Background: an optimization exercise with open tools, aiming at small area and few clock cycles per item. Do not read the settings as production practice.
RTL that was checked went through simulation tests only; none was proved equivalent to the original.
Power figures rest on the tool's default switching activity, not on a simulated workload.

Design sobel_top, start of the top module:
module sobel_top (
    input  logic       clk,
    input  logic       rst_n,
    input  logic       pix_valid,
    output logic       pix_ready,
    input  logic [7:0] pix,
    output logic       edge_valid,
    input  logic       edge_ready,
    output logic       edge_bit,
    output logic       edge_last       
);
Size in the first run: roughly 1300 cells after synthesis, roughly 17000 um^2 of cells after synthesis.
==> flow/config.mk <==
export PLATFORM = sky130hd
export DESIGN_NAME = sobel_top
export DESIGN_NICKNAME = sobel_top
export VERILOG_FILES = /design/flow/design.v
export SDC_FILE = /design/flow/constraint.sdc
export NUM_CORES = 4
export LEC_CHECK = 0
export CAP_MARGIN = 20
export CORE_MARGIN = 2
export CORE_UTILIZATION = 40
export CTS_BUF_LIST = sky130_fd_sc_hd__clkbuf_8
export CTS_CLUSTER_DIAMETER = 50
export CTS_CLUSTER_SIZE = 22
export PLACE_DENSITY = 0.6
export SLEW_MARGIN = 20
==> flow/constraint.sdc <==
create_clock -name core_clock -period 8.0 [get_ports {clk}]
set_input_delay 1.6000 -clock core_clock [delete_from_list [all_inputs] [get_ports {clk}]]
set_output_delay 1.6000 -clock core_clock [all_outputs]
set_load 0.01 [all_outputs]
run.sh (not shown) runs the stock make flow with config.mk's settings and CLKGATE_MAP_FILE= SYNTH_SCRIPT=/design/flow/synth_recipe.tcl, a recipe that flattens the netlist after the stock synthesis.
Edit:
Settings changed: CTS_CLUSTER_DIAMETER 50 to 60, CTS_CLUSTER_SIZE 22 to 18, GPL_TIMING_DRIVEN set to 0.
The new run ran to the end with no violations.
Total power went down by 1.5%.
Global-route usage went up by 0.51 points.
Die area does not change.
Worst setup slack loses 61 ps.
Cell area hardly moves.
Register-to-register slack loses 60 ps.
Sequential share of layout area barely changes.
Core utilization hardly moves.
Non-clock buffer count went up by 22.
Critical path depth went up by 2.
No functional check of the RTL was part of any run of this note.

---

The RTL this note starts from:
==> flow/design.v <==
localparam int img_width  = 32;                    
localparam int img_height = 24;                    
localparam int col_bits = $clog2(img_width + 1);
localparam int row_bits = $clog2(img_height);      
localparam int pixel_bits = 8;                     
localparam int grad_bits  = 11;                    
localparam int mag_bits   = 22;                    
localparam logic [mag_bits-1:0] edge_threshold_sq = 22'd22500;
localparam logic [1:0] FILL  = 2'd0;
localparam logic [1:0] RUN   = 2'd1;
localparam logic [1:0] FLUSH = 2'd2;
`timescale 1ns/1ps
module sobel_top (
    input  logic       clk,
    input  logic       rst_n,
    input  logic       pix_valid,
    output logic       pix_ready,
    input  logic [7:0] pix,
    output logic       edge_valid,
    input  logic       edge_ready,
    output logic       edge_bit,
    output logic       edge_last       
);
    logic [255:0] ring_a;         
    logic [255:0] ring_b;         
    logic [4:0]   tapcol;         
    logic [4:0]   icol;           
    logic [4:0]   irow;           
    logic         fl;             
    logic [4:0]   fcol;           
    logic         fin;            
    logic [7:0]   ibuf;           
    logic         ibuf_v;
    logic [9:0]        v1, v0;        
    logic [8:0]        d1, d0;        
    logic [7:0] tap_a, tap_b;
    logic       can_load, r0, r1, at_i, at_f, idle;
    logic       acc, wl, wf, fin_step, wsh, emit, col0, use_new;
    assign tap_a = ring_a[255:248];
    assign tap_b = ring_b[255:248];
    assign can_load = !edge_valid || edge_ready;
    assign r0       = (irow == 5'd0);
    assign r1       = (irow == 5'd1);
    assign at_i     = (tapcol == icol);
    assign at_f     = (tapcol == fcol);
    assign idle     = r0 && (icol == 5'd0) && !fl;
    assign acc       = ibuf_v && at_i && (r0 ? (!fl || (fcol != icol) || can_load) : can_load);
    assign pix_ready = !ibuf_v || acc;
    assign wl       = acc && !r0;                  
    assign wf       = fl && at_f && can_load;      
    assign fin_step = fin && can_load;
    assign wsh      = wl || wf;
    assign col0     = fl ? (fcol == 5'd0) : (icol == 5'd0);    
    assign use_new  = !col0 && !fin;               
    assign emit     = (wl && !(r1 && icol == 5'd0)) || wf || fin_step;
    logic [7:0]        top, bot;
    logic [9:0]        vn;
    logic [8:0]        dn;
    assign top = (fl || !(r0 || r1)) ? tap_b : 8'd0;
    assign bot = fl ? 8'd0 : ibuf;
    assign vn  = {2'b00, top} + {1'b0, tap_a, 1'b0} + {2'b00, bot};
    assign dn  = {1'b0, bot} - {1'b0, top};
    logic [10:0]        gx, gy;         
    logic [9:0]         ax, b;
    logic               sy;
    logic [7:0]         tq;
    logic [8:0]         cmp;
    logic               is_edge;
    assign gx = (use_new ? {1'b0, vn} : 11'd0) - {1'b0, v0};
    assign gy = {{2{d0[8]}}, d0} + {d1[8], d1, 1'b0} + (use_new ? {{2{dn[8]}}, dn} : 11'd0);
    assign ax = gx[10] ? 10'(-gx) : gx[9:0];
    assign sy = gy[10];
    assign b  = gy[9:0] ^ {10{sy}};
    always_comb begin
        case (ax[7:0])
            8'd0: tq = 8'd150;
            8'd1: tq = 8'd149;
            8'd2: tq = 8'd149;
            8'd3: tq = 8'd149;
            8'd4: tq = 8'd149;
            8'd5: tq = 8'd149;
            8'd6: tq = 8'd149;
            8'd7: tq = 8'd149;
            8'd8: tq = 8'd149;
            8'd9: tq = 8'd149;
            8'd10: tq = 8'd149;
            8'd11: tq = 8'd149;
            8'd12: tq = 8'd149;
            8'd13: tq = 8'd149;
            8'd14: tq = 8'd149;
            8'd15: tq = 8'd149;
            8'd16: tq = 8'd149;
            8'd17: tq = 8'd149;
            8'd18: tq = 8'd148;
            8'd19: tq = 8'd148;
            8'd20: tq = 8'd148;
            8'd21: tq = 8'd148;
            8'd22: tq = 8'd148;
            8'd23: tq = 8'd148;
            8'd24: tq = 8'd148;
            8'd25: tq = 8'd147;
            8'd26: tq = 8'd147;
            8'd27: tq = 8'd147;
            8'd28: tq = 8'd147;
            8'd29: tq = 8'd147;
            8'd30: tq = 8'd146;
            8'd31: tq = 8'd146;
            8'd32: tq = 8'd146;
            8'd33: tq = 8'd146;
            8'd34: tq = 8'd146;
            8'd35: tq = 8'd145;
            8'd36: tq = 8'd145;
            8'd37: tq = 8'd145;
            8'd38: tq = 8'd145;
            8'd39: tq = 8'd144;
            8'd40: tq = 8'd144;
            8'd41: tq = 8'd144;
            8'd42: tq = 8'd144;
            8'd43: tq = 8'd143;
            8'd44: tq = 8'd143;
            8'd45: tq = 8'd143;
            8'd46: tq = 8'd142;
            8'd47: tq = 8'd142;
            8'd48: tq = 8'd142;
            8'd49: tq = 8'd141;
            8'd50: tq = 8'd141;
            8'd51: tq = 8'd141;
            8'd52: tq = 8'd140;
            8'd53: tq = 8'd140;
            8'd54: tq = 8'd139;
            8'd55: tq = 8'd139;
            8'd56: tq = 8'd139;
            8'd57: tq = 8'd138;
            8'd58: tq = 8'd138;
            8'd59: tq = 8'd137;
            8'd60: tq = 8'd137;
            8'd61: tq = 8'd137;
            8'd62: tq = 8'd136;
            8'd63: tq = 8'd136;
            8'd64: tq = 8'd135;
            8'd65: tq = 8'd135;
            8'd66: tq = 8'd134;
            8'd67: tq = 8'd134;
            8'd68: tq = 8'd133;
            8'd69: tq = 8'd133;
            8'd70: tq = 8'd132;
            8'd71: tq = 8'd132;
            8'd72: tq = 8'd131;
            8'd73: tq = 8'd131;
            8'd74: tq = 8'd130;
            8'd75: tq = 8'd129;
            8'd76: tq = 8'd129;
            8'd77: tq = 8'd128;
            8'd78: tq = 8'd128;
            8'd79: tq = 8'd127;
            8'd80: tq = 8'd126;
            8'd81: tq = 8'd126;
            8'd82: tq = 8'd125;
            8'd83: tq = 8'd124;
            8'd84: tq = 8'd124;
            8'd85: tq = 8'd123;
            8'd86: tq = 8'd122;
            8'd87: tq = 8'd122;
            8'd88: tq = 8'd121;
            8'd89: tq = 8'd120;
            8'd90: tq = 8'd120;
            8'd91: tq = 8'd119;
            8'd92: tq = 8'd118;
            8'd93: tq = 8'd117;
            8'd94: tq = 8'd116;
            8'd95: tq = 8'd116;
            8'd96: tq = 8'd115;
            8'd97: tq = 8'd114;
            8'd98: tq = 8'd113;
            8'd99: tq = 8'd112;
            8'd100: tq = 8'd111;
            8'd101: tq = 8'd110;
            8'd102: tq = 8'd109;
            8'd103: tq = 8'd109;
            8'd104: tq = 8'd108;
            8'd105: tq = 8'd107;
            8'd106: tq = 8'd106;
            8'd107: tq = 8'd105;
            8'd108: tq = 8'd104;
            8'd109: tq = 8'd103;
            8'd110: tq = 8'd101;
            8'd111: tq = 8'd100;
            8'd112: tq = 8'd99;
            8'd113: tq = 8'd98;
            8'd114: tq = 8'd97;
            8'd115: tq = 8'd96;
            8'd116: tq = 8'd95;
            8'd117: tq = 8'd93;
            8'd118: tq = 8'd92;
            8'd119: tq = 8'd91;
            8'd120: tq = 8'd90;
            8'd121: tq = 8'd88;
            8'd122: tq = 8'd87;
            8'd123: tq = 8'd85;
            8'd124: tq = 8'd84;
            8'd125: tq = 8'd82;
            8'd126: tq = 8'd81;
            8'd127: tq = 8'd79;
            8'd128: tq = 8'd78;
            8'd129: tq = 8'd76;
            8'd130: tq = 8'd74;
            8'd131: tq = 8'd73;
            8'd132: tq = 8'd71;
            8'd133: tq = 8'd69;
            8'd134: tq = 8'd67;
            8'd135: tq = 8'd65;
            8'd136: tq = 8'd63;
            8'd137: tq = 8'd61;
            8'd138: tq = 8'd58;
            8'd139: tq = 8'd56;
            8'd140: tq = 8'd53;
            8'd141: tq = 8'd51;
            8'd142: tq = 8'd48;
            8'd143: tq = 8'd45;
            8'd144: tq = 8'd42;
            8'd145: tq = 8'd38;
            8'd146: tq = 8'd34;
            8'd147: tq = 8'd29;
            8'd148: tq = 8'd24;
            8'd149: tq = 8'd17;
            8'd150: tq = 8'd0;
            default: tq = 8'd0;             
        endcase
    end
    assign cmp      = {1'b0, b[7:0]} + {1'b0, ~tq} + {8'd0, sy};
    assign is_edge  = (ax > 10'd150) || (|b[9:8]) || cmp[8];
    always_ff @(posedge clk) begin
        ring_a <= {ring_a[247:0], acc ? ibuf : tap_a};
        ring_b <= {ring_b[247:0], acc ? tap_a : tap_b};
    end
    always_ff @(posedge clk) begin
        if (pix_ready) ibuf <= pix;
        if (wsh) begin
            v1 <= vn;
            d1 <= dn;
            v0 <= col0 ? 10'd0 : v1;              
            d0 <= col0 ? 9'd0 : d1;
        end
        if (can_load && emit) begin
            edge_bit  <= is_edge;
            edge_last <= fin_step;
        end
    end
    always_ff @(posedge clk or negedge rst_n) begin
        if (!rst_n) begin
            tapcol     <= 5'd0;
            icol       <= 5'd0;
            irow       <= 5'd0;
            fl         <= 1'b0;
            fin        <= 1'b0;
            edge_valid <= 1'b0;
            ibuf_v     <= 1'b0;
        end else begin
            if (pix_ready) ibuf_v <= pix_valid;
            tapcol <= (idle && !acc) ? 5'd0 : tapcol + 5'd1;
            if (acc) begin
                icol <= icol + 5'd1;
                if (icol == 5'd31) begin
                    irow <= (irow == 5'd23) ? 5'd0 : irow + 5'd1;
                    if (irow == 5'd23) fl <= 1'b1;
                end
            end
            if (wf && fcol == 5'd31) begin
                fl  <= 1'b0;
                fin <= 1'b1;
            end else if (fin_step) begin
                fin <= 1'b0;
            end
            if (can_load) edge_valid <= emit;
        end
    end
    always_ff @(posedge clk) begin
        if (acc && icol == 5'd31 && irow == 5'd23) fcol <= 5'd0;
        else if (wf) fcol <= fcol + 5'd1;
    end
endmodule
Settings: LEC_CHECK=0, CAP_MARGIN=0, CORE_MARGIN=2, CORE_UTILIZATION=40, CTS_BUF_LIST=sky130_fd_sc_hd__clkbuf_8, CTS_CLUSTER_DIAMETER=60, CTS_CLUSTER_SIZE=18, PLACE_DENSITY=0.6, SLEW_MARGIN=0; clock period 8.0 ns.
The starting point went through all stages and came out clean.
Testbench counts at the start, summed over its fixed seeds: cycles 24,856, pixels 24,576.
Rerun with:
Settings changed: CAP_MARGIN 0 to 20, SLEW_MARGIN 0 to 20.
After rerunning: The new run finished clean. Synthesized area stays the same. Cell count does not change. Clock-buffer cell count does not change. First-iteration DRC count stays the same. Routed wire length is unchanged.

---

sobel_top, a different RTL version from the one above (not shown whole).
Size in the first run: ~1300 cells after synthesis, ~600 flip-flops, ~18000 sq um of cells after synthesis.
clock: 8.0 ns
lec_check: 0
cap_margin: 20
core_margin: 2
core_utilization: 40
place_density: 0.6
slew_margin: 20
The baseline passed the timing, design-rule and antenna checks.
Testbench counts at the start, summed over its fixed seeds: cycles 24,856, pixels 24,576.
Edit:
--- a/flow/config.mk
+++ b/flow/config.mk
@@ -9,4 +9,6 @@
 export CORE_MARGIN = 2
 export CORE_UTILIZATION = 40
+export CTS_BUF_LIST = sky130_fd_sc_hd__clkbuf_2 sky130_fd_sc_hd__clkbuf_4
+export CTS_CLUSTER_SIZE = 30
 export PLACE_DENSITY = 0.6
 export SLEW_MARGIN = 20
The changed run passed the timing, design-rule and antenna checks. Worst setup slack gets worse by 130 ps. Fmax decreases by 1.7%. Total power decreases by 0.63%. Global-route usage increases by 0.70 points. Die area is unchanged. Core utilization increases by 0.48 points.

---

sobel_top, a different RTL version from the one above (not shown whole).
Size in the first run: ~580 flip-flops, roughly 16 I/O pins.
Settings: LEC_CHECK=0, CAP_MARGIN=20, CORE_MARGIN=2, CORE_UTILIZATION=40, CTS_BUF_LIST=sky130_fd_sc_hd__clkbuf_8, CTS_CLUSTER_DIAMETER=60, CTS_CLUSTER_SIZE=18, PLACE_DENSITY=0.6, SLEW_MARGIN=20; clock period 8.0 ns.
standard.sh (not shown) runs the stock make flow with config.mk's settings and CLKGATE_MAP_FILE= SYNTH_SCRIPT=/design/flow/synth_recipe.tcl, a recipe that flattens the netlist after the stock synthesis.
==> flow/flow/run.sh <==
#!/bin/bash
# Own layout flow: the standard layout (standard.sh, unchanged synthesis,
# placement, routing and power grid), with the clock tree built from
# clkbuf_8 sink clusters and without CTS dummy loads. The full make output
# goes to standard.log here; ORFS's per-step logs are under orfs/logs.
set -euo pipefail
export CTS_ARGS="-sink_clustering_enable -repair_clock_nets -sink_clustering_size 18 -sink_clustering_max_diameter 60 -buf_list sky130_fd_sc_hd__clkbuf_8 -dont_use_dummy_load"
bash standard.sh > standard.log 2>&1
The baseline ran to the end with no violations.
Testbench counts at the start, summed over its fixed seeds: cycles 24,856, pixels 24,576.
Rerun with:
==> flow/flow/run.sh (replaced) <==
#!/bin/bash
# Own layout flow: the standard layout (standard.sh, unchanged synthesis,
# placement, routing and power grid), with the clock tree built from
# clkbuf_8 sink clusters and without CTS dummy loads, and port buffers of
# the smallest buffer cell (buf_1). The full make output
# goes to standard.log here; ORFS's per-step logs are under orfs/logs.
set -euo pipefail
export CTS_ARGS="-sink_clustering_enable -repair_clock_nets -sink_clustering_size 18 -sink_clustering_max_diameter 60 -buf_list sky130_fd_sc_hd__clkbuf_8 -dont_use_dummy_load"
export BUFFER_PORTS_ARGS="-buffer_cell sky130_fd_sc_hd__buf_1"
bash standard.sh > standard.log 2>&1
After rerunning:
- The changed run ran to the end with no violations
- via count is lower by about 0.44%
- core utilization is lower by 0.32 points
- combinational power hardly moves
- die area is unchanged
- global-route usage is lower by 0.17 points
- wire length is lower by about 1.3%
- maximum frequency is higher by 0.31%
- count of clock-buffer cells in the layout is lower by 1
- sequential cell count does not change

---

Setup of run A:
sobel_top, a different RTL version from the one above (not shown whole).
Size in the first run: ~580 flip-flops, roughly 16 I/O pins, about 0.017 mm² of cells after synthesis.
## sobel_top
module sobel_top (
    input  logic       clk,
    input  logic       rst_n,
    input  logic       pix_valid,
    output logic       pix_ready,
    input  logic [7:0] pix,
    output logic       edge_valid,
    input  logic       edge_ready,
    output logic       edge_bit,
    output logic       edge_last       
);
    logic [255:0] ring_a;         
    logic [255:0] ring_b;         
    logic [4:0]   tapcol;         
    logic [4:0]   icol;           
    logic [4:0]   rf;             
    logic         fl;             
    logic         fin;            
    logic [7:0]   ibuf;           
    logic         ibuf_v;
    logic [9:0]        v1, v0;        
    logic [8:0]        d1, d0;        
    logic [7:0] tap_a, tap_b;
    logic       can_load, r0, r1, at_i, at_f, idle;
    logic       acc, wl, wf, fin_step, wsh, emit, col0, use_new;
    logic [4:0] icol_n, rf_n;
    logic       fl_n, fin_n;
    logic       tmask;            
    logic       unew;             
    assign tap_a = ring_a[255:248];
    assign tap_b = ring_b[255:248];
    assign can_load = !edge_valid || edge_ready;
    assign r0       = fl || (rf == 5'd0);
    assign r1       = !fl && (rf == 5'd1);
    assign at_i     = (tapcol == icol);
    assign at_f     = (tapcol == rf);
    assign idle     = r0 && (icol == 5'd0) && !fl;
    assign acc       = ibuf_v && at_i && (r0 ? (!fl || (rf != icol) || can_load) : can_load);
    assign pix_ready = !ibuf_v || acc;
    assign wl       = acc && !r0;                  
    assign wf       = fl && at_f && can_load;      
    assign fin_step = fin && can_load;
    assign wsh      = wl || wf;
    assign col0     = fl ? (rf == 5'd0) : (icol == 5'd0);    
    assign use_new  = unew;                        
  ...
Settings: LEC_CHECK=0, CAP_MARGIN=20, CORE_MARGIN=2, CORE_UTILIZATION=40, CTS_BUF_LIST=sky130_fd_sc_hd__clkbuf_8, CTS_CLUSTER_DIAMETER=60, CTS_CLUSTER_SIZE=18, PLACE_DENSITY=0.6, SLEW_MARGIN=20; clock period 8.0 ns.
==> flow/flow/run.sh <==
#!/bin/bash
# Own layout flow: the standard layout (standard.sh, unchanged synthesis,
# placement, routing and power grid), with the clock tree built from
# clkbuf_8 sink clusters and without CTS dummy loads, and port buffers of
# the smallest buffer cell (buf_1). The full make output
# goes to standard.log here; ORFS's per-step logs are under orfs/logs.
set -euo pipefail
export CTS_ARGS="-sink_clustering_enable -repair_clock_nets -sink_clustering_size 18 -sink_clustering_max_diameter 60 -buf_list sky130_fd_sc_hd__clkbuf_8 -dont_use_dummy_load"
export BUFFER_PORTS_ARGS="-buffer_cell sky130_fd_sc_hd__buf_1"
bash standard.sh > standard.log 2>&1
Testbench counts of run A, summed over its fixed seeds: cycles 24,856, pixels 24,576.
For run B, these inputs were changed with respect to run A:
--- a/flow/flow/run.sh
+++ b/flow/flow/run.sh
@@ -4,2 +4 @@
-# clkbuf_8 sink clusters and without CTS dummy loads, and port buffers of
-# the smallest buffer cell (buf_1). The full make output
+# clkbuf_8 sink clusters and without CTS dummy loads. The full make output
@@ -9 +7,0 @@
-export BUFFER_PORTS_ARGS="-buffer_cell sky130_fd_sc_hd__buf_1"
[summary]
- Between run B and run A, the global-route usage does not differ in any meaningful way.
- The worst path required time number comes out lower for run A vs run B.
- Comparing run A and run B, the higher worst setup slack was measured on run B.
- Per the comparison of run B with run A, time the final worst path needs with I/O delays and setup decreased 100 ps, via count of the first global-routing pass lower.
- Reported for run A and run B, count of non-filler cells in the finished layout turned out identical to the last digit.
- Between run A and run B, the total power divided by cell area does not differ in any meaningful way.
- Taking run A as the reference, in run B estimated wirelength of the detail-placed design ~0 delta, wire length +0.72%, share of the clock period used by the worst path -1.3 points.
- Total power up 0.37% in run B wrt run A
What run C does differently from run B at the input level:
--- a/flow/flow/run.sh
+++ b/flow/flow/run.sh
@@ -7 +7 @@
-export CTS_ARGS="-sink_clustering_enable -repair_clock_nets -sink_clustering_size 18 -sink_clustering_max_diameter 60 -buf_list sky130_fd_sc_hd__clkbuf_8 -dont_use_dummy_load"
+export CTS_ARGS="-sink_clustering_enable -repair_clock_nets -sink_clustering_size 22 -sink_clustering_max_diameter 60 -buf_list sky130_fd_sc_hd__clkbuf_8 -dont_use_dummy_load"
Results
Run C finished all stages; the layout is clean.
Compared run C vs run B, and proportion of cell area occupied by registers is up in run C.
Clock-buffer cell count for run C: about 12% down relative to run B
Run C vs run B, met2 layer wire length in the routed design went down by 69 µm.
There was hardly any difference in final cell count between run B and run C.
Run B has lower final worst slack than run C.
Modified inputs, run D compared to run C
--- a/flow/flow/run.sh
+++ b/flow/flow/run.sh
@@ -7 +7,2 @@
-export CTS_ARGS="-sink_clustering_enable -repair_clock_nets -sink_clustering_size 22 -sink_clustering_max_diameter 60 -buf_list sky130_fd_sc_hd__clkbuf_8 -dont_use_dummy_load"
+export CTS_ARGS="-sink_clustering_enable -repair_clock_nets -sink_clustering_size 18 -sink_clustering_max_diameter 60 -buf_list sky130_fd_sc_hd__clkbuf_8 -dont_use_dummy_load"
+export BUFFER_PORTS_ARGS="-buffer_cell sky130_fd_sc_hd__buf_1"
### Flow results
Run C and run D ended up with roughly the same global routing met2 resource utilization. Run D completed every stage of the flow, and the final layout passed the timing, design-rule and antenna checks. Area overhead of the layout relative to synthesis across run D and run C: no real change. Comparing run D and run C, met1 layer wirelength in the final routing is higher on run C. Routed wire in run D totals less than in run C. Global-route usage delta (run C -> run D): insignificant.
Inputs modified between run D and run E:
==> flow/run.sh (new file) <==
#!/bin/bash
# synth_recipe.tcl (not shown) runs the flow's synth.tcl, then flattens the netlist and writes it again
# the make line also repeats each setting of config.mk as NAME=value (left out here)
make -C /OpenROAD-flow-scripts/flow DESIGN_CONFIG=/design/flow/config.mk WORK_HOME=/design/flow/orfs CLKGATE_MAP_FILE= SYNTH_SCRIPT=/design/flow/synth_recipe.tcl finish
removed: flow/flow/run.sh
removed: flow/standard.sh
==> comparison <==
- Run E: flow completed, timing, DRC and antenna clean
- Final cell count: run D and run E compared, higher one is run E
- Run E vs. run D: worst setup slack went up by 94 ps.
- On peak ir drop on the vdd network: between run D and run E, it ends up higher for run E.
- Going from run D to run E, the sum of routed wire segments on met1 was found to have gone up by 2.2%.
- For run D, the highest routing layer actually used was met5, unlike run E, where it was met4.
- Summary: global-route wire length before repair, run E better than run D

==> port drivers added, routing unchanged <==
How much do the figures lean on ideal ports? The routed layouts below were timed once more, with nothing changed but the port constraints.
Step 1 assumes that a clkbuf_16 drives the clock port and a buf_2 every other input.
Step 2 moves the port delays by t, midway between the first and last clock arrival at a register: inputs arrive t later, outputs are due t later. That takes back most of the time a late clock gives input paths.
Three values: no drivers, after step 1, after step 2; two values: the first two.
| run | shift t [ns] | slack for setup (ns) | latest minus earliest clock arrival (ns) |
|---|---|---|---|
| the first run of note 1 | 0.621 | 0.571 / 0.571 / 0.571 | 0.030 / 0.030 |
| the second run of note 1 | 0.618 | 0.510 / 0.510 / 0.510 | 0.032 / 0.032 |
| the first run of note 2 | 0.619 | 0.553 / 0.553 / 0.553 | 0.025 / 0.025 |
| the second run of note 2 | 0.619 | 0.553 / 0.553 / 0.553 | 0.025 / 0.025 |
| the first run of note 3 | 0.606 | 0.548 / 0.496 / 1.102 | 0.020 / 0.020 |
| the second run of note 3 | 0.764 | 0.417 / 0.375 / 1.138 | 0.049 / 0.049 |
| the first run of note 4 | 0.590 | 0.568 / 0.568 / 0.568 | 0.098 / 0.097 |
| the second run of note 4 | 0.581 | 0.591 / 0.591 / 0.591 | 0.083 / 0.082 |
| run A | 0.564 | 0.444 / 0.444 / 0.444 | 0.109 / 0.110 |
| run B | 0.591 | 0.544 / 0.544 / 0.544 | 0.066 / 0.066 |
| run C | 0.590 | 0.555 / 0.555 / 0.555 | 0.081 / 0.081 |
| run D | 0.564 | 0.444 / 0.444 / 0.444 | 0.109 / 0.110 |
| run E | 0.622 | 0.538 / 0.538 / 0.538 | 0.023 / 0.024 |
After both steps setup and hold are still met in every run listed.
